This design comes from an exercise in tuning for small area, a short achievable clock period and few clock cycles per item on the open sky130 flow, not from production work.
In this exercise RTL edits were held to simulation tests only and were not proved equivalent to the original.

==> flow/design.v <==
package lav_pkg;
    localparam int FRAC_BITS = 16;
    localparam int SQ_CYC    = 15;
    localparam int DV_CYC    = 17;
    localparam int MW        = 50;
    localparam int AW        = 64;
endpackage
module lav_booth (
    input  logic signed [17:0] i_b,
    input  logic               i_neg,
    output logic [26:0]        o_d
);
    logic [18:0] bx;
    logic        hi;
    assign bx = {i_b, 1'b0};
    always_comb begin
        for (int j = 0; j < 9; j++) begin
            hi = bx[2*j+2];
            o_d[3*j]   = bx[2*j+1] ^ bx[2*j];
            o_d[3*j+1] = (hi & ~bx[2*j+1] & ~bx[2*j]) | (~hi & bx[2*j+1] & bx[2*j]);
            o_d[3*j+2] = hi ^ i_neg;
        end
    end
endmodule
module lav_mul (
    input  logic signed [31:0] i_a,
    input  logic [26:0]        i_d,
    output logic [63:0]        o_s,
    output logic [63:0]        o_c
);
    localparam logic [63:0] K_FIX = 64'hFFFD_5556_0000_0000;
    logic [63:0] row [10];
    logic [33:0] mag [9];
    logic [33:0] v   [9];
    logic [63:0] nrow;
    always_comb begin
        nrow = K_FIX;
        for (int j = 0; j < 9; j++) begin
            mag[j] = i_d[3*j] ? {{2{i_a[31]}}, i_a} : (i_d[3*j+1] ? {i_a[31], i_a, 1'b0} : 34'd0);
            v[j]   = i_d[3*j+2] ? ~mag[j] : mag[j];
            row[j] = 64'({~v[j][33], v[j][32:0]}) << (2 * j);
            nrow   = nrow | (64'(i_d[3*j+2]) << (2 * j));
        end
        row[9] = nrow;
    end
    function automatic logic [127:0] csa(input logic [63:0] x, input logic [63:0] y,
                                         input logic [63:0] z);
        csa = {((x & y) | (x & z) | (y & z)) << 1, x ^ y ^ z};
    endfunction
    logic [63:0] l1 [7];
    logic [63:0] l2 [5];
    logic [63:0] l3 [4];
    logic [63:0] l4 [3];
    always_comb begin
        {l1[1], l1[0]} = csa(row[0], row[1], row[2]);
        {l1[3], l1[2]} = csa(row[3], row[4], row[5]);
        {l1[5], l1[4]} = csa(row[6], row[7], row[8]);
        l1[6] = row[9];
        {l2[1], l2[0]} = csa(l1[0], l1[1], l1[2]);
        {l2[3], l2[2]} = csa(l1[3], l1[4], l1[5]);
        l2[4] = l1[6];
        {l3[1], l3[0]} = csa(l2[0], l2[1], l2[2]);
        l3[2] = l2[3];
        l3[3] = l2[4];
        {l4[1], l4[0]} = csa(l3[0], l3[1], l3[2]);
        l4[2] = l3[3];
        {o_c, o_s} = csa(l4[0], l4[1], l4[2]);
    end
endmodule
import lav_pkg::*;
module look_at_view_matrix (
    input  logic                i_clk,
    input  logic                i_rst_n,
    input  logic                i_start,
    input  logic signed [31:0]  i_eye_x,
    input  logic signed [31:0]  i_eye_y,
    input  logic signed [31:0]  i_eye_z,
    input  logic signed [31:0]  i_target_x,
    input  logic signed [31:0]  i_target_y,
    input  logic signed [31:0]  i_target_z,
    input  logic signed [31:0]  i_up_x,
    input  logic signed [31:0]  i_up_y,
    input  logic signed [31:0]  i_up_z,
    output logic                o_busy,
    output logic                o_valid,
    output logic [1:0]          o_row_index,
    output logic signed [31:0]  o_entry0,
    output logic signed [31:0]  o_entry1,
    output logic signed [31:0]  o_entry2,
    output logic [16:0]         o_entry3,
    output logic                o_last_row,
    output logic                o_degenerate
);
    localparam logic [3:0] S_IDLE  = 4'd0;
    localparam logic [3:0] S_ABS   = 4'd1;
    localparam logic [3:0] S_SHIFT = 4'd2;
    localparam logic [3:0] S_SQ    = 4'd3;
    localparam logic [3:0] S_SQW   = 4'd4;
    localparam logic [3:0] S_SQRT  = 4'd5;
    localparam logic [3:0] S_DIV   = 4'd6;
    localparam logic [3:0] S_CR    = 4'd7;
    localparam logic [3:0] S_YT    = 4'd8;
    localparam logic [3:0] S_SUB   = 4'd9;
    localparam logic [4:0] K_SQ_LAST = 5'd5;
    localparam logic [4:0] K_CR      = 5'd6;
    localparam logic [4:0] K_CR_LAST = 5'd14;
    localparam logic [4:0] K_YT      = 5'd15;
    localparam logic [4:0] K_YT_LAST = 5'd26;
    localparam logic [3:0] W_NONE = 4'd0;
    localparam logic [3:0] W_C0   = 4'd1;
    localparam logic [3:0] W_C1   = 4'd2;
    localparam logic [3:0] W_C2   = 4'd3;
    localparam logic [3:0] W_Y0   = 4'd4;
    localparam logic [3:0] W_Y1   = 4'd5;
    localparam logic [3:0] W_Y2   = 4'd6;
    localparam logic [3:0] W_TX   = 4'd7;
    localparam logic [3:0] W_TY   = 4'd8;
    localparam logic [3:0] W_TZ   = 4'd9;
    localparam logic [1:0] A_ZERO = 2'd0;
    localparam logic [1:0] A_ACC  = 2'd1;
    localparam logic [1:0] A_SH15 = 2'd2;
    logic [3:0]              r_state;
    logic [9:0]              r_f;          
    logic                    r_ph;         
    logic [4:0]              r_k;
    logic [4:0]              r_cnt;
    logic signed [31:0]      r_eye [3];
    logic signed [31:0]      r_up  [3];
    logic [MW-1:0]           r_m   [3];
    logic                    r_s   [3];
    logic signed [17:0]      r_z   [3];
    logic signed [17:0]      r_x   [3];
    logic signed [18:0]      r_y   [3];
    logic signed [31:0]      r_t   [3];
    logic                    r_deg;
    logic                    r_zf;         
    logic [31:0]             r_rr;         
    logic [30:0]             r_rq;         
    logic signed [31:0]      r_ma;
    logic [26:0]             r_md;         
    logic                    r_v0;
    logic [1:0]              r_ain0;
    logic [3:0]              r_wb0;
    logic [63:0]             r_ps;
    logic [63:0]             r_pc;
    logic                    r_v1;
    logic [1:0]              r_ain1;
    logic [3:0]              r_wb1;
    logic [3:0]              r_wb2;
    logic [AW-1:0]           r_acc;
    logic                    r_oval;
    logic [1:0]              r_orow;
    logic                    r_odeg;
    logic                    r_cap;        
    logic                    r_busy;       
    logic [3:0]              r_osel;       
    logic cap_en;
    logic accept;
    logic issue;
    logic last_issue;
    logic [MW-1:0] all_m;
    logic m_zero;
    logic need_r;
    logic need_l;
    logic need_l4;
    logic [3:0] n_state;
    logic [4:0] n_k;
    assign last_issue = (r_state == S_YT) && (r_k == K_YT_LAST);
    assign cap_en     = r_cap;
    assign o_busy     = r_busy;
    assign accept     = r_cap && i_start;
    assign issue      = (r_state == S_SQ) || (r_state == S_CR) || (r_state == S_YT) || issue_sh;
    assign all_m   = r_m[0] | r_m[1] | r_m[2];
    assign m_zero  = (all_m == '0);
    assign need_r  = |all_m[MW-1:30];
    assign need_l  = !all_m[29];
    assign need_l4 = ~|all_m[29:26];
    logic shift_done;
    assign shift_done = need_r ? ~|all_m[MW-1:31] :
                        need_l4 ? all_m[25] :
                        need_l ? all_m[28] : 1'b1;
    logic issue_sh;
    logic [MW-1:0] m0_sh;
    assign issue_sh = (r_state == S_SHIFT) && (r_zf || shift_done);
    assign m0_sh    = need_r ? (r_m[0] >> 1) : need_l4 ? (r_m[0] << 4) :
                      need_l ? (r_m[0] << 1) : r_m[0];
    always_comb begin
        n_state = r_state;
        unique case (r_state)
            S_IDLE:  if (accept) n_state = S_SUB;
            S_SUB:   n_state = S_ABS;
            S_ABS:   n_state = S_SHIFT;
            S_SHIFT: if (r_zf || shift_done) n_state = S_SQ;
            S_SQ:    if (r_k == K_SQ_LAST) n_state = S_SQW;
            S_SQW:   if (r_cnt[0]) n_state = S_SQRT;
            S_SQRT:  if (r_cnt == 5'(SQ_CYC - 1)) n_state = S_DIV;
            S_DIV:   if (r_cnt == 5'(DV_CYC - 1)) n_state = r_ph ? S_YT : S_CR;
            S_CR:    if (r_k == K_CR_LAST) n_state = S_ABS;
            S_YT:    if (r_k == K_YT_LAST) n_state = accept ? S_SUB : S_IDLE;
            default: n_state = S_IDLE;
        endcase
        if (accept || (r_state == S_ABS)) begin
            n_k = '0;
        end else if (r_state == S_SHIFT) begin
            n_k = issue_sh ? 5'd1 : 5'd0;
        end else if (r_state == S_DIV) begin
            n_k = r_ph ? K_YT : K_CR;
        end else if (issue) begin
            n_k = r_k + 5'd1;
        end else begin
            n_k = r_k;
        end
    end
    always_ff @(posedge i_clk) begin
        if (!i_rst_n) begin
            r_state <= S_IDLE;
            r_f     <= 10'(1) << S_IDLE;
            r_cap   <= 1'b1;
            r_busy  <= 1'b0;
        end else begin
            r_state <= n_state;
            r_f     <= 10'(1) << n_state;
            r_cap   <= (n_state == S_IDLE) || (n_state == S_YT && n_k == K_YT_LAST);
            r_busy  <= !((n_state == S_IDLE) || (n_state == S_YT && n_k == K_YT_LAST));
        end
    end
    always_ff @(posedge i_clk) begin
        if (accept) begin
            r_ph <= 1'b0;
        end else if (r_state == S_CR && r_k == K_CR_LAST) begin
            r_ph <= 1'b1;
        end
        r_k <= n_k;
        if (r_state == S_SQ || (r_state == S_SQW && r_cnt[0]) ||
            (r_state == S_SQRT && r_cnt == 5'(SQ_CYC - 1))) begin
            r_cnt <= '0;
        end else begin
            r_cnt <= r_cnt + 5'd1;
        end
    end
    logic [3:0]  r_chunk;
    logic [35:0] sq_x;
    logic [36:0] sq_e1;
    logic [36:0] sq_e2;
    logic [36:0] sq_e3;
    function automatic logic [12:0] sqrt4_head(input logic [6:0] r, input logic [5:0] q,
                                               input logic [3:0] c);
        logic [10:0] x;
        logic [11:0] e1;
        logic [11:0] e2;
        logic [11:0] e3;
        x  = {r, c};
        e1 = {1'b0, x} - {3'b0, q, 3'b001};
        e2 = {1'b0, x} - {2'b0, q, 4'b0100};
        e3 = {1'b0, x} - {2'b0, q, 4'b0000} - {3'b0, q, 3'b000} - 12'd9;
        if (!e3[11])      sqrt4_head = {e3[6:0], q[3:0], 2'd3};
        else if (!e2[11]) sqrt4_head = {e2[6:0], q[3:0], 2'd2};
        else if (!e1[11]) sqrt4_head = {e1[6:0], q[3:0], 2'd1};
        else              sqrt4_head = {x[6:0], q[3:0], 2'd0};
    endfunction
    logic [12:0] sq_h1;
    logic [12:0] sq_h2;
    always_comb begin
        sq_h1 = sqrt4_head(7'd0, 6'd0, r_acc[63:60]);
        sq_h2 = sqrt4_head(sq_h1[12:6], sq_h1[5:0], r_acc[59:56]);
        sq_x  = {r_rr, r_chunk};
        sq_e1 = {1'b0, sq_x} - {3'b0, r_rq, 3'b001};
        sq_e2 = {1'b0, sq_x} - {2'b0, r_rq, 4'b0100};
        sq_e3 = {1'b0, sq_x} - {2'b0, r_rq, 4'b0000} - {3'b0, r_rq, 3'b000} - 37'd9;
    end
    always_ff @(posedge i_clk) begin
        r_chunk <= r_acc[55 - 4 * r_cnt[3:0] -: 4];
        if (r_f[S_SQRT]) begin
            if (r_cnt == 5'd0) begin
                r_rr <= 32'(sq_h2[12:6]);
                r_rq <= 31'(sq_h2[5:0]);
            end else if (!sq_e3[36]) begin
                r_rr <= sq_e3[31:0];
                r_rq <= {r_rq[28:0], 2'd3};
            end else if (!sq_e2[36]) begin
                r_rr <= sq_e2[31:0];
                r_rq <= {r_rq[28:0], 2'd2};
            end else if (!sq_e1[36]) begin
                r_rr <= sq_e1[31:0];
                r_rq <= {r_rq[28:0], 2'd1};
            end else begin
                r_rr <= sq_x[31:0];
                r_rq <= {r_rq[28:0], 2'd0};
            end
        end
    end
    logic [47:0] dv_x [3];
    logic [31:0] dv_t [3];
    logic [32:0] dv_d [3];
    always_comb begin
        for (int i = 0; i < 3; i++) begin
            dv_t[i] = {r_m[i][47:17], r_m[i][16]};
            dv_d[i] = {1'b0, dv_t[i]} - {2'b0, r_rq};
            if (!dv_d[i][32]) begin
                dv_x[i] = {dv_d[i][30:0], r_m[i][15:0], 1'b1};
            end else begin
                dv_x[i] = {dv_t[i][30:0], r_m[i][15:0], 1'b0};
            end
        end
    end
    logic signed [31:0] op_a;
    logic signed [17:0] q2_b;       
    assign q2_b = r_zf ? 18'd0 : {1'b0, r_m[2][16:0]};
    logic signed [17:0] op_b;
    logic               op_neg;
    logic [1:0]         op_ain;
    logic [3:0]         op_wb;
    always_comb begin
        op_a   = '0;
        op_b   = '0;
        op_neg = 1'b0;
        op_ain = A_ACC;
        op_wb  = W_NONE;
        unique case (r_k)
            5'd0:  begin op_a = {2'b0, m0_sh[29:0]}; op_b = {3'b0, m0_sh[29:15]}; op_ain = A_ZERO; end
            5'd1:  begin op_a = {2'b0, r_m[1][29:0]}; op_b = {3'b0, r_m[1][29:15]}; end
            5'd2:  begin op_a = {2'b0, r_m[2][29:0]}; op_b = {3'b0, r_m[2][29:15]}; end
            5'd3:  begin op_a = {2'b0, r_m[0][29:0]}; op_b = {3'b0, r_m[0][14:0]};  op_ain = A_SH15; end
            5'd4:  begin op_a = {2'b0, r_m[1][29:0]}; op_b = {3'b0, r_m[1][14:0]};  end
            5'd5:  begin op_a = {2'b0, r_m[2][29:0]}; op_b = {3'b0, r_m[2][14:0]};  end
            5'd6:  begin op_a = r_up[1]; op_b = q2_b; op_neg = r_s[2]; op_ain = A_ZERO; end
            5'd7:  begin op_a = r_up[2]; op_b = 18'(r_z[1]); op_neg = 1'b1; op_wb = W_C0; end
            5'd8:  begin op_a = r_up[2]; op_b = 18'(r_z[0]); op_ain = A_ZERO; end
            5'd9:  begin op_a = r_up[0]; op_b = 18'(r_z[2]); op_neg = 1'b1; op_wb = W_C1; end
            5'd10: begin op_a = r_up[0]; op_b = 18'(r_z[1]); op_ain = A_ZERO; end
            5'd11: begin op_a = r_up[1]; op_b = 18'(r_z[0]); op_neg = 1'b1; op_wb = W_C2; end
            5'd12: begin op_a = r_eye[0]; op_b = 18'(r_z[0]); op_ain = A_ZERO; op_neg = 1'b1; end
            5'd13: begin op_a = r_eye[1]; op_b = 18'(r_z[1]); op_neg = 1'b1; end
            5'd14: begin op_a = r_eye[2]; op_b = 18'(r_z[2]); op_neg = 1'b1; op_wb = W_TZ; end
            5'd15: begin op_a = 32'(r_z[1]); op_b = q2_b; op_neg = r_s[2]; op_ain = A_ZERO; end
            5'd16: begin op_a = 32'(r_z[2]); op_b = 18'(r_x[1]); op_neg = 1'b1; op_wb = W_Y0; end
            5'd17: begin op_a = 32'(r_z[2]); op_b = 18'(r_x[0]); op_ain = A_ZERO; end
            5'd18: begin op_a = 32'(r_z[0]); op_b = 18'(r_x[2]); op_neg = 1'b1; op_wb = W_Y1; end
            5'd19: begin op_a = 32'(r_z[0]); op_b = 18'(r_x[1]); op_ain = A_ZERO; end
            5'd20: begin op_a = 32'(r_z[1]); op_b = 18'(r_x[0]); op_neg = 1'b1; op_wb = W_Y2; end
            5'd21: begin op_a = r_eye[0]; op_b = 18'(r_x[0]); op_ain = A_ZERO; op_neg = 1'b1; end
            5'd22: begin op_a = r_eye[1]; op_b = 18'(r_x[1]); op_neg = 1'b1; end
            5'd23: begin op_a = r_eye[2]; op_b = 18'(r_x[2]); op_neg = 1'b1; op_wb = W_TX; end
            5'd24: begin op_a = r_eye[0]; op_b = 18'(r_y[0]); op_ain = A_ZERO; op_neg = 1'b1; end
            5'd25: begin op_a = r_eye[1]; op_b = 18'(r_y[1]); op_neg = 1'b1; end
            5'd26: begin op_a = r_eye[2]; op_b = 18'(r_y[2]); op_neg = 1'b1; op_wb = W_TY; end
            default: begin end
        endcase
    end
    logic [63:0] mul_s;
    logic [63:0] mul_c;
    logic [26:0] op_d;
    lav_booth u_booth (
        .i_b   (op_b),
        .i_neg (op_neg),
        .o_d   (op_d)
    );
    lav_mul u_mul (
        .i_a   (r_ma),
        .i_d   (r_md),
        .o_s   (mul_s),
        .o_c   (mul_c)
    );
    logic [63:0]        acc_in;
    logic [63:0]        acc_new;
    logic signed [47:0] acc_sh;
    logic signed [31:0] acc_sat;
    always_comb begin
        unique case (r_ain1)
            A_ZERO:  acc_in = 64'd0;
            A_SH15:  acc_in = r_acc << 15;
            default: acc_in = r_acc;
        endcase
        acc_new = acc_in + r_ps + r_pc;
        acc_sh  = r_acc[63:16];
        if (&acc_sh[47:31] || ~|acc_sh[47:31]) begin
            acc_sat = acc_sh[31:0];
        end else begin
            acc_sat = acc_sh[47] ? 32'sh8000_0000 : 32'sh7FFF_FFFF;
        end
    end
    always_ff @(posedge i_clk) begin
        r_ma   <= op_a;
        r_md   <= op_d;
        r_ain0 <= op_ain;
        r_ps   <= mul_s;
        r_pc   <= mul_c;
        r_ain1 <= r_ain0;
        if (r_v1) begin
            r_acc <= acc_new;
        end
    end
    always_ff @(posedge i_clk) begin
        if (!i_rst_n) begin
            r_v0  <= 1'b0;
            r_v1  <= 1'b0;
            r_wb0 <= W_NONE;
            r_wb1 <= W_NONE;
            r_wb2 <= W_NONE;
        end else begin
            r_v0  <= issue;
            r_v1  <= r_v0;
            r_wb0 <= issue ? op_wb : W_NONE;
            r_wb1 <= r_wb0;
            r_wb2 <= r_wb1;
        end
    end
    always_ff @(posedge i_clk) begin
        if (cap_en) begin
            r_eye[0] <= i_eye_x;
            r_eye[1] <= i_eye_y;
            r_eye[2] <= i_eye_z;
            r_up[0]  <= i_up_x;
            r_up[1]  <= i_up_y;
            r_up[2]  <= i_up_z;
            r_deg    <= 1'b0;
        end else if (r_f[S_ABS] && m_zero) begin
            r_deg    <= 1'b1;
        end
        if (r_f[S_ABS]) begin
            r_zf <= m_zero;
        end
        for (int i = 0; i < 3; i++) begin
            if (r_f[S_DIV]) begin
                r_m[i] <= MW'(dv_x[i]);
            end else if (cap_en) begin
                r_m[i] <= MW'(i == 0 ? i_target_x : i == 1 ? i_target_y : i_target_z);
            end else if (r_f[S_SUB]) begin
                r_m[i] <= MW'($signed({r_eye[i][31], r_eye[i]}) - $signed({r_m[i][31], r_m[i][31:0]}));
            end else if (r_f[S_ABS]) begin
                r_m[i] <= r_m[i][MW-1] ? -r_m[i] : r_m[i];
                r_s[i] <= r_m[i][MW-1];
            end else if (r_f[S_SHIFT] && !r_zf) begin
                if (need_r) begin
                    r_m[i] <= r_m[i] >> 1;
                end else if (need_l4) begin
                    r_m[i] <= r_m[i] << 4;
                end else if (need_l) begin
                    r_m[i] <= r_m[i] << 1;
                end
            end else if (r_f[S_SQW] && !r_cnt[0]) begin
                r_m[i] <= MW'({r_m[i][29:0], 16'b0});
            end else if (r_wb2 == W_C0 + 4'(i)) begin
                r_m[i] <= r_acc[MW-1:0];
            end
        end
    end
    logic signed [17:0] q_res [3];
    always_comb begin
        for (int i = 0; i < 3; i++) begin
            q_res[i] = r_s[i] ? -$signed({1'b0, r_m[i][16:0]}) : $signed({1'b0, r_m[i][16:0]});
        end
    end
    always_ff @(posedge i_clk) begin
        for (int i = 0; i < 3; i++) begin
            if (r_f[S_CR] && r_k == K_CR) begin
                r_z[i] <= r_zf ? 18'sd0 : q_res[i];
            end
            if (r_f[S_YT] && r_k == K_YT) begin
                r_x[i] <= r_zf ? 18'sd0 : q_res[i];
            end
            if (r_wb2 == W_Y0 + 4'(i)) begin
                r_y[i] <= acc_sh[18:0];
            end
        end
        if (r_wb2 == W_TX) r_t[0] <= acc_sat;
        if (r_wb2 == W_TY) r_t[1] <= acc_sat;
        if (r_wb2 == W_TZ) r_t[2] <= acc_sat;
    end
    always_ff @(posedge i_clk) begin
        if (!i_rst_n) begin
            r_oval <= 1'b0;
        end else if (last_issue) begin
            r_oval <= 1'b1;
        end else if (r_orow == 2'd3) begin
            r_oval <= 1'b0;
        end
        if (last_issue) begin
            r_orow <= 2'd0;
            r_osel <= 4'b0001;
            r_odeg <= r_deg;
        end else begin
            r_orow <= r_orow + 2'd1;
            r_osel <= {r_osel[2:0], r_osel[3]};
        end
    end
    always_ff @(posedge i_clk) begin
        if (!i_rst_n) begin
            o_valid <= 1'b0;
        end else begin
            o_valid <= r_oval;
        end
        o_row_index  <= r_orow;
        o_last_row   <= r_osel[3];
        o_entry3     <= {r_osel[3], 16'h0};
        o_degenerate <= r_odeg;
        o_entry0 <= ({32{r_osel[0]}} & 32'(r_x[0])) | ({32{r_osel[1]}} & 32'(r_x[1])) |
                    ({32{r_osel[2]}} & 32'(r_x[2])) | ({32{r_osel[3]}} & r_t[0]);
        o_entry1 <= ({32{r_osel[0]}} & 32'(r_y[0])) | ({32{r_osel[1]}} & 32'(r_y[1])) |
                    ({32{r_osel[2]}} & 32'(r_y[2])) | ({32{r_osel[3]}} & r_t[1]);
        o_entry2 <= ({32{r_osel[0]}} & 32'(r_z[0])) | ({32{r_osel[1]}} & 32'(r_z[1])) |
                    ({32{r_osel[2]}} & 32'(r_z[2])) | ({32{r_osel[3]}} & r_t[2]);
    end
endmodule
==> flow/flow/run.sh <==
#!/bin/bash
cd "$(dirname "$0")/.." || exit 1
cp standard.sh flow_standard_sh.log 2>/dev/null
export SETUP_SLACK_MARGIN=6.6
bash standard.sh > flow_standard.log 2>&1
status=$?
grep -h "setup_margin\|repair_timing" orfs/logs/*/*/*/*.log > flow_repair_summary.log 2>/dev/null
exit $status
==> flow/standard.sh <==
#!/bin/bash
# synth_recipe.tcl (not shown) runs the flow's synth.tcl, then flattens the netlist and writes it again
# the make line also repeats each setting of config.mk as NAME=value (left out here)
make -C /OpenROAD-flow-scripts/flow DESIGN_CONFIG=/design/flow/config.mk WORK_HOME=/design/flow/orfs CLKGATE_MAP_FILE= SYNTH_SCRIPT=/design/flow/synth_recipe.tcl "${@:-finish}"
==> flow/config.mk <==
export PLATFORM = sky130hd
export DESIGN_NAME = look_at_view_matrix
export DESIGN_NICKNAME = look_at_view_matrix
export VERILOG_FILES = /design/flow/design.v
export SDC_FILE = /design/flow/constraint.sdc
export NUM_CORES = 4
export LEC_CHECK = 0
export CAP_MARGIN = 20
export CORE_MARGIN = 2
export CORE_UTILIZATION = 40
export SLEW_MARGIN = 20
==> flow/constraint.sdc <==
create_clock -name core_clock -period 11.0 [get_ports {i_clk}]
set_input_delay 2.2000 -clock core_clock [delete_from_list [all_inputs] [get_ports {i_clk}]]
set_output_delay 2.2000 -clock core_clock [all_outputs]
set_load 0.01 [all_outputs]
==> notes.md, run 1 <==
EDFF count, synth=729; Primary FF master, synth=edfxtp_1; Max clock buf depth=3; GP Congestion=about 1.1; Seq/Total Area, Yosys=0.336; FF+latch area=28300 um2; CTS buffer count=120; fraction of registers with async set/reset=0; HPWL after DPL=323000 um; Worst-Margin Slew=about 1.3 ns; CORE AREA=210000 um2; GRT Total Usage=0.390; die span in y=around 460 um; worst hold path stage count=0; M3 GR Usage=0.129; die area=around 210000 um2; first-pass GRT wire length=between 500000 and 600000 um; CP Depth=17; Max Cap Violations=0; Layout Nets=10808; routed len/inst=34.4 um; TritonCTS clock tree=yes; Bufs and invs on worst path=3; H-tree levels=3; clock sink total=1049; busiest metal layer after global routing=met2; via count=81916; met1 Use GR=0.489; drt first pass iters=8; hold buffers post-CTS=0; vias in the first global route=76654; status=complete, no violations; Setup Viol. Count Final=0; cells on worst reg2reg path=17; most common cell after layout, fill and taps aside=nand2_1; Critical Path RT=11.59 ns; CP top delay family=compound AO/OA/AOI/OAI gates; # placed instances=12211; Slowest Stage Delay on Critical Path=0.60 ns; initial drt markers=12860; commonest non-fill, non-tap cells in the layout=nand2_1 (1148), edfxtp_1 (729), inv_1 (657), a21oi_1 (593), xnor2_1 (562); Avg Vias per Cell=6.47; number of synthesized register bits=~1000; clock latency on the worst-skew pair=between 0.8 and 0.9 ns; Synth Area per Inst=~8.9 um2; FP Rows=~170; worst min path class=reg2reg; CP Class=reg2reg; Antenna Violating Nets Remaining=0; Post-Synthesis Cells=9440; most frequent CP cell=a21oi_2; YS warnings=22; root buffer cell=clkbuf_16; met2 Resource Use GR=0.572; antenna violations before repair=59; RSZ-0062 raised after global routing=true; Yosys cell types=102; DR DRC count=0; largest fanout on the critical path=5; critical-path cell list=buf_16 -> buf_6 -> and2_1 -> fa_1 -> ha_4 -> o211ai_1 -> nor4b_2 -> a21oi_2 -> or4b_4 -> a221oi_4 -> o21ai_4 -> a21boi_2 -> buf_4 -> nor2_4 -> o31ai_2 -> a21oi_2 -> xnor2_1; final std cells w/o fill=between 10000 and 15000; final period utilization=0.413; fmax=220 MHz; clock skew=0.0805 ns; post-synthesis instance area=84300 um2; Post-Route WL=roughly 440000 um; Clock transition at path regs=around 0.07 ns; Slew Limit Headroom=0.144; multi-input logic area=52900 um2; post-layout min period=4.54 ns; crit end category=flip-flop; Area Overhead vs Synth=17.8%; Layout fillers=19958; WP data arrival=just over 5 ns; Critical Path Start Type=flip-flop; Top-Level Pins=410; Fin. Hold Viols=0; IO Port Bufs=393; Die X-Extent=463 um; setup TNS=0 ns; final max-slew violation count=0; largest net degree at the start of global routing=between 100 and 150; total global routing overflow=0; Initial Utilization=0.402; layout cell share with drive strength beyond 1=0.104; Slowest-stage cell, CP=or4b_4
## Yosys cell counts, types with 34 or more instances
| cell | instances | area [um2] |
|---|---|---|
| o21bai_1 | 44 | 330 |
| a21o_1 | 188 | 1410 |
| nand3_1 | 132 | 661 |
| o21a_1 | 72 | 541 |
| clkbuf_1 | 554 | 2080 |
| nor2b_1 | 111 | 694 |
| buf_1 | 71 | 267 |
| nand2b_1 | 81 | 507 |
| dfxtp_1 | 320 | 6410 |
| edfxtp_1 | 729 | 21900 |
| o31ai_1 | 34 | 255 |
| o22ai_1 | 74 | 463 |
| xor2_1 | 213 | 1870 |
| mux2i_1 | 57 | 571 |
| a311oi_1 | 36 | 315 |
| or3_1 | 35 | 219 |
| o211ai_1 | 125 | 938 |
| nand4_1 | 77 | 482 |
| a21oi_1 | 635 | 3180 |
| a31oi_1 | 71 | 444 |
| nor2_1 | 538 | 2020 |
| a22oi_1 | 444 | 3330 |
| and3_1 | 57 | 357 |
| nand2_1 | 1160 | 4350 |
| a221oi_1 | 73 | 639 |
| and2_1 | 48 | 300 |
| a211oi_1 | 116 | 871 |
| nor4_1 | 42 | 263 |
| o221ai_1 | 45 | 394 |
| inv_1 | 672 | 2520 |
| xnor2_1 | 564 | 4940 |
| nor3_1 | 115 | 576 |
| ha_1 | 518 | 6480 |
| o21ai_0 | 590 | 2950 |
| a222oi_1 | 46 | 460 |
| fa_1 | 304 | 6090 |
## registers in the layout (all words and copies together) (netlist names), 48 cells and up
register / cells
r_ps: 51
r_pc: 48
r_eye: 96
r_up: 96
r_z: 54
r_t: 96
r_y: 57
r_x: 54
r_m: 150
r_acc: 64
## through the flow
stage          hold slack [ns]  setup slack (ns)   util  instance area [um2]
2_1_floorplan            0.310              6.60      -                84400
3_3_place_gp             0.316              5.38  0.435                91200
4_1_cts                  0.351              6.40  0.466                97700
3_5_place_dp             0.336              5.36  0.435                91200
5_1_grt                  0.353              6.36  0.473                99200
6_report                 0.353              6.46  0.474                99300
## routing by layer
metal  part of all wire  vias up  wire length, um
li1                   -    34515                -
met1               0.38    39993           164000
met2               0.42     5888           182000
met3               0.12     1480            53900
met4              0.082       40            35500
met5            0.00072        -              316
## final cells by class
| cell class | instances | area share |
|---|---|---|
| sequential | 1049 | 0.286 |
| timing repair buffer | 790 | 0.0773 |
| inverter | 677 | 0.0260 |
| antenna | 54 | 0.00136 |
| multi-input combinational | 7057 | 0.533 |
| clock inverter | 75 | 0.00832 |
| tap | 2805 | 0.0353 |
| clock buffer | 152 | 0.0333 |
## logic make-up after synthesis
| logic type | Yosys count | share of synthesized area |
|---|---|---|
| and+or+nand+nor | 2500 | 0.134 |
| other | 1 | 0.0000445 |
| buffers and inverters | 1353 | 0.0620 |
| muxes | 79 | 0.0113 |
| DFF | 1049 | 0.336 |
| AOI/OAI and AO/OA | 2859 | 0.226 |
| xor gates and xnor gates | 777 | 0.0808 |
| adders and majority gates | 822 | 0.149 |
## final timing paths
path	startpoint	endpoint	slack (ns)
worst min register to register	r_ain0[1]$_SDFF_PP0_	r_ain1[1]$_DFF_P_	0.35
worst max-delay path	r_ain1[0]$_DFF_P_	r_acc[60]$_DFFE_PP_	6.46
worst max register to register	r_ain1[0]$_DFF_P_	r_acc[60]$_DFFE_PP_	6.46
worst min-delay path	r_ain0[1]$_SDFF_PP0_	r_ain1[1]$_DFF_P_	0.35
## timing repair
action / 4_1_cts / 5_1_grt
pin swaps: 58 / 80
buffers inserted: 94 / 52
gates resized for setup: 264 / 213
endpoints found under the setup margin: 362 / 265
gates cloned: 17 / 2
Testbench counts, summed over its fixed seeds: cycles 27,592, items 256.
==> inputs of run 2 (changes only) <==
--- a/flow/design.v
+++ b/flow/design.v
@@ -125,2 +125,3 @@
     logic [4:0]              r_k;
+    logic [26:0]             r_kh;         
     logic [4:0]              r_cnt;
@@ -233,2 +234,3 @@
         r_k <= n_k;
+        r_kh <= (n_k <= 5'd26) ? (27'(1) << n_k) : 27'd0;
         if (r_state == S_SQ || (r_state == S_SQW && r_cnt[0]) ||
@@ -313,5 +315,35 @@
     always_comb begin
-        op_a   = '0;
-        op_b   = '0;
-        op_neg = 1'b0;
+        op_a   = ({32{r_kh[0]}} & {2'b0, m0_sh[29:0]}) |
+                 ({32{r_kh[1] | r_kh[4]}} & {2'b0, r_m[1][29:0]}) |
+                 ({32{r_kh[2] | r_kh[5]}} & {2'b0, r_m[2][29:0]}) |
+                 ({32{r_kh[3]}} & {2'b0, r_m[0][29:0]}) |
+                 ({32{r_kh[6] | r_kh[11]}} & r_up[1]) |
+                 ({32{r_kh[7] | r_kh[8]}} & r_up[2]) |
+                 ({32{r_kh[9] | r_kh[10]}} & r_up[0]) |
+                 ({32{r_kh[12] | r_kh[21] | r_kh[24]}} & r_eye[0]) |
+                 ({32{r_kh[13] | r_kh[22] | r_kh[25]}} & r_eye[1]) |
+                 ({32{r_kh[14] | r_kh[23] | r_kh[26]}} & r_eye[2]) |
+                 ({32{r_kh[15] | r_kh[20]}} & 32'(r_z[1])) |
+                 ({32{r_kh[16] | r_kh[17]}} & 32'(r_z[2])) |
+                 ({32{r_kh[18] | r_kh[19]}} & 32'(r_z[0]));
+        op_b   = ({18{r_kh[0]}} & {3'b0, m0_sh[29:15]}) |
+                 ({18{r_kh[1]}} & {3'b0, r_m[1][29:15]}) |
+                 ({18{r_kh[2]}} & {3'b0, r_m[2][29:15]}) |
+                 ({18{r_kh[3]}} & {3'b0, r_m[0][14:0]}) |
+                 ({18{r_kh[4]}} & {3'b0, r_m[1][14:0]}) |
+                 ({18{r_kh[5]}} & {3'b0, r_m[2][14:0]}) |
+                 ({18{r_kh[6] | r_kh[15]}} & q2_b) |
+                 ({18{r_kh[7] | r_kh[10] | r_kh[13]}} & 18'(r_z[1])) |
+                 ({18{r_kh[8] | r_kh[11] | r_kh[12]}} & 18'(r_z[0])) |
+                 ({18{r_kh[9] | r_kh[14]}} & 18'(r_z[2])) |
+                 ({18{r_kh[16] | r_kh[19] | r_kh[22]}} & 18'(r_x[1])) |
+                 ({18{r_kh[17] | r_kh[20] | r_kh[21]}} & 18'(r_x[0])) |
+                 ({18{r_kh[18] | r_kh[23]}} & 18'(r_x[2])) |
+                 ({18{r_kh[24]}} & 18'(r_y[0])) |
+                 ({18{r_kh[25]}} & 18'(r_y[1])) |
+                 ({18{r_kh[26]}} & 18'(r_y[2]));
+        op_neg = r_kh[7] | r_kh[9] | r_kh[11] | r_kh[12] | r_kh[13] | r_kh[14] | r_kh[16] | r_kh[18] | r_kh[20] | r_kh[21] | r_kh[22] | r_kh[23] | r_kh[24] | r_kh[25] | r_kh[26] |
+                 ((r_kh[6] | r_kh[15]) & r_s[2]);
+    end
+    always_comb begin
         op_ain = A_ACC;
@@ -319,29 +351,29 @@
         unique case (r_k)
-            5'd0:  begin op_a = {2'b0, m0_sh[29:0]}; op_b = {3'b0, m0_sh[29:15]}; op_ain = A_ZERO; end
-            5'd1:  begin op_a = {2'b0, r_m[1][29:0]}; op_b = {3'b0, r_m[1][29:15]}; end
-            5'd2:  begin op_a = {2'b0, r_m[2][29:0]}; op_b = {3'b0, r_m[2][29:15]}; end
-            5'd3:  begin op_a = {2'b0, r_m[0][29:0]}; op_b = {3'b0, r_m[0][14:0]};  op_ain = A_SH15; end
-            5'd4:  begin op_a = {2'b0, r_m[1][29:0]}; op_b = {3'b0, r_m[1][14:0]};  end
-            5'd5:  begin op_a = {2'b0, r_m[2][29:0]}; op_b = {3'b0, r_m[2][14:0]};  end
-            5'd6:  begin op_a = r_up[1]; op_b = q2_b; op_neg = r_s[2]; op_ain = A_ZERO; end
-            5'd7:  begin op_a = r_up[2]; op_b = 18'(r_z[1]); op_neg = 1'b1; op_wb = W_C0; end
-            5'd8:  begin op_a = r_up[2]; op_b = 18'(r_z[0]); op_ain = A_ZERO; end
-            5'd9:  begin op_a = r_up[0]; op_b = 18'(r_z[2]); op_neg = 1'b1; op_wb = W_C1; end
-            5'd10: begin op_a = r_up[0]; op_b = 18'(r_z[1]); op_ain = A_ZERO; end
-            5'd11: begin op_a = r_up[1]; op_b = 18'(r_z[0]); op_neg = 1'b1; op_wb = W_C2; end
-            5'd12: begin op_a = r_eye[0]; op_b = 18'(r_z[0]); op_ain = A_ZERO; op_neg = 1'b1; end
-            5'd13: begin op_a = r_eye[1]; op_b = 18'(r_z[1]); op_neg = 1'b1; end
-            5'd14: begin op_a = r_eye[2]; op_b = 18'(r_z[2]); op_neg = 1'b1; op_wb = W_TZ; end
-            5'd15: begin op_a = 32'(r_z[1]); op_b = q2_b; op_neg = r_s[2]; op_ain = A_ZERO; end
-            5'd16: begin op_a = 32'(r_z[2]); op_b = 18'(r_x[1]); op_neg = 1'b1; op_wb = W_Y0; end
-            5'd17: begin op_a = 32'(r_z[2]); op_b = 18'(r_x[0]); op_ain = A_ZERO; end
-            5'd18: begin op_a = 32'(r_z[0]); op_b = 18'(r_x[2]); op_neg = 1'b1; op_wb = W_Y1; end
-            5'd19: begin op_a = 32'(r_z[0]); op_b = 18'(r_x[1]); op_ain = A_ZERO; end
-            5'd20: begin op_a = 32'(r_z[1]); op_b = 18'(r_x[0]); op_neg = 1'b1; op_wb = W_Y2; end
-            5'd21: begin op_a = r_eye[0]; op_b = 18'(r_x[0]); op_ain = A_ZERO; op_neg = 1'b1; end
-            5'd22: begin op_a = r_eye[1]; op_b = 18'(r_x[1]); op_neg = 1'b1; end
-            5'd23: begin op_a = r_eye[2]; op_b = 18'(r_x[2]); op_neg = 1'b1; op_wb = W_TX; end
-            5'd24: begin op_a = r_eye[0]; op_b = 18'(r_y[0]); op_ain = A_ZERO; op_neg = 1'b1; end
-            5'd25: begin op_a = r_eye[1]; op_b = 18'(r_y[1]); op_neg = 1'b1; end
-            5'd26: begin op_a = r_eye[2]; op_b = 18'(r_y[2]); op_neg = 1'b1; op_wb = W_TY; end
+            5'd0:  begin op_ain = A_ZERO; end
+            5'd1:  begin end
+            5'd2:  begin end
+            5'd3:  begin op_ain = A_SH15; end
+            5'd4:  begin end
+            5'd5:  begin end
+            5'd6:  begin op_ain = A_ZERO; end
+            5'd7:  begin op_wb = W_C0; end
+            5'd8:  begin op_ain = A_ZERO; end
+            5'd9:  begin op_wb = W_C1; end
+            5'd10: begin op_ain = A_ZERO; end
+            5'd11: begin op_wb = W_C2; end
+            5'd12: begin op_ain = A_ZERO; end
+            5'd13: begin end
+            5'd14: begin op_wb = W_TZ; end
+            5'd15: begin op_ain = A_ZERO; end
+            5'd16: begin op_wb = W_Y0; end
+            5'd17: begin op_ain = A_ZERO; end
+            5'd18: begin op_wb = W_Y1; end
+            5'd19: begin op_ain = A_ZERO; end
+            5'd20: begin op_wb = W_Y2; end
+            5'd21: begin op_ain = A_ZERO; end
+            5'd22: begin end
+            5'd23: begin op_wb = W_TX; end
+            5'd24: begin op_ain = A_ZERO; end
+            5'd25: begin end
+            5'd26: begin op_wb = W_TY; end
             default: begin end
==> run 2 against run 1 <==
Against the previous run: still clean; count of clock-buffer cells in the layout up 15; wire length decreased by 5.6%; cell count shrank 0.51%; die area increased by 0.66%; final area shrank 0.68%; critical path depth shrank 4; worst hold slack worse by 0.027 ns.
==> notes.md, run 2 <==
status=complete, no violations; critical-path cell list=buf_4 -> clkinvlp_4 -> ha_1 -> nor3b_4 -> nand3_1 -> nor2_1 -> nand3_1 -> or3_1 -> nor4_1 -> xnor2_1 -> o221ai_1 -> mux2i_1 -> o221ai_1; layout cell share with drive strength beyond 1=0.0892; Area Overhead vs Synth=16.2%; Primary FF master, synth=edfxtp_1; Die X-Extent=465 um; fin area=about 99000 um2; die span in y=465 um; first-pass GRT wire length=568000 um; WP data arrival=5.02 ns; hold slack=between 0.3 and 0.4 ns; via count=about 81000; Avg Vias per Cell=6.44; Synth Area per Inst=9.02 um2; Clock transition at path regs=roughly 0.070 ns; post-layout min period=~4.4 ns; Post-Route WL=412000 um; clock skew=0.0672 ns; fmax=225 MHz; Biggest register=r_m; drt first pass iters=10; Yosys cell types=101; commonest non-fill, non-tap cells in the layout=nand2_1 (984), edfxtp_1 (729), inv_1 (634), a21oi_1 (570), o21ai_0 (564); YS warnings=22; CORE AREA=211000 um2; setup TNS=0 ns; Slowest-stage cell, CP=or3_1; cell taking the most area after synthesis=edfxtp_1; clock sink total=1082; clock latency on the worst-skew pair=0.84 ns; post-synthesis instance area=about 85000 um2; Setup Viol. Count Final=0; R2R Setup Slk=~6.6 ns; Seq/Total Area, Yosys=0.341; top-area cell type share of the netlist area=0.258; worst min path class=reg2reg; list of most frequent post-synthesis cells=nand2_1 (991), edfxtp_1 (729), inv_1 (652); initial drt markers=11971; Initial Utilization=0.401; Top-Level Pins=410; Post-Synthesis Cells=9402; Max clock buf depth=3; largest net degree at the start of global routing=79; vias in the first global route=75822; largest fanout on the critical path=9; CP Class=reg2reg; TritonCTS clock tree=yes; root buffer cell=clkbuf_16; CTS buffer count=130; Slowest Stage Delay on Critical Path=0.45 ns; IO Port Bufs=393; Worst-Margin Slew=1.43 ns; Post-DP Area=91500 um2; final max-slew violation count=0; final period utilization=0.404; Critical Path Start Type=flip-flop; Critical Path RT=11.57 ns; FP Rows=169; antenna violations before repair=35; Antenna Violating Nets Remaining=0; fraction of registers with async set/reset=0; Largest register FFs=150; Fin. Hold Viols=0; Max Cap Violations=0; total global routing overflow=0; most common cell after layout, fill and taps aside=nand2_1; Layout Nets=roughly 11000; top cells by area, synth=edfxtp_1 (26%), dfxtp_1 (8.3%), ha_1 (7.7%); H-tree levels=4; routed len/inst=32.7 um; Slew Limit Headroom=0.0447; die area=216000 um2; EDFF count, synth=729; GRT Total Usage=0.365; top-count cell post-synth=nand2_1; HPWL after DPL=about 300000 um; number of synthesized register bits=1082; RSZ-0062 raised after global routing=true; DR DRC count=0; GP Congestion=1.06; crit end category=flip-flop
-- run 2: cells by family after synthesis --
| family | after synthesis | synth area share |
|---|---|---|
| compound gates | 2824 | 0.223 |
| xor+xnor | 769 | 0.0794 |
| fa+ha+maj | 825 | 0.149 |
| buf+inv | 1340 | 0.0602 |
| flops | 1082 | 0.341 |
| mux | 80 | 0.0115 |
| other cells | 1 | 0.0000442 |
| simple gates | 2481 | 0.136 |
-- run 2: through the flow --
step / instances / setup WS (ns) / util
after floorplan: 9417 / 6.61 / -
after global routing: 12575 / 6.49 / 0.466
after CTS: 12464 / 6.60 / 0.459
final: 12594 / 6.55 / 0.466
after global placement: 12153 / 5.30 / 0.433
after detailed placement: 12153 / 5.27 / 0.433
-- run 2: worst paths after layout --
path,startpoint,endpoint,cells past startpoint
max reg2reg,r_m[0][0]$_DFFE_PP_,r_m[0][24]$_DFFE_PP_,13
max,r_m[0][0]$_DFFE_PP_,r_m[0][24]$_DFFE_PP_,13
min reg2reg,r_ain0[1]$_DFF_P_,r_ain1[1]$_DFF_P_,0
min,r_ain0[1]$_DFF_P_,r_ain1[1]$_DFF_P_,0
-- run 2: area by class of cell --
class	instances	area, um2
Antenna cell	25	62.6
Clock buffer	167	3530
Clock inverter	68	927
Fill cell	20320	113000
Inverter	665	2560
Multi-Input combinational cell	6999	51800
Sequential cell	1082	29000
Tap cell	2821	3530
Timing Repair Buffer	767	7170
-- run 2: critical path, delay by kind of cell (launching register included) --
family | cells | cell delay (ns)
AND/OR/NAND/NOR | 6 | 1.94
AO/OA/AOI/OAI | 2 | 0.36
flip-flops | 1 | 0.37
multiplexers | 1 | 0.39
adder cells (fa/ha/maj) | 1 | 0.41
buffers and inverters | 2 | 0.51
XOR/XNOR | 1 | 0.18
-- run 2: layer usage --
metal | vias to the layer above | track usage | part of all wire
met1 | 39487 | 0.468 | 0.38
met2 | 5829 | 0.527 | 0.41
met3 | 1301 | 0.123 | 0.13
met4 | 18 | 0.226 | 0.073
li1 | 34523 | - | -
met5 | - | 0 | 0.00048
-- run 2: repair_timing --
item                                    in CTS  in global routing
hold buffers                                 0                  0
setup buffers                               70                 99
endpoints found under the setup margin     400                227
gates cloned                                 6                  4
gates resized for setup                    109                128
pin swaps                                   16                 17
Testbench counts of run 2, summed over its fixed seeds: cycles 27,592, items 256.

==> separate check: timing with driven ports <==
In the flow no input, the clock included, has a driving cell. The finished layouts below were timed again as built, in two steps.
Step 1 sets driving cells, clkbuf_16 on the clock port and buf_2 on the other inputs (assumed; they add their load-dependent delay and slew).
Step 2 moves the port delays by t, midway between the first and last clock arrival at a register: inputs arrive t later, outputs are due t later. That takes back most of the time a late clock gives input paths.
a / b / c = ideal ports / drivers / drivers and shift; a / b = the first two.
| run | shift t [ns] | setup WS [ns] | slew at the worst register clock pin (ns) | worst data-port slew with drivers (ns) | pins driven straight from the clock port |
|---|---|---|---|---|---|
| run 1 | 0.913 | 6.458 / 6.458 / 6.385 | 0.07 / 0.07 | 0.12 | 1 |
| run 2 | 0.909 | 6.552 / 6.552 / 5.999 | 0.07 / 0.07 | 0.09 | 1 |
After both steps every run listed still meets setup and hold. For run 2, which loses most, drivers alone change the setup slack by 0.000 ns; drivers and shift together by -0.553 ns.
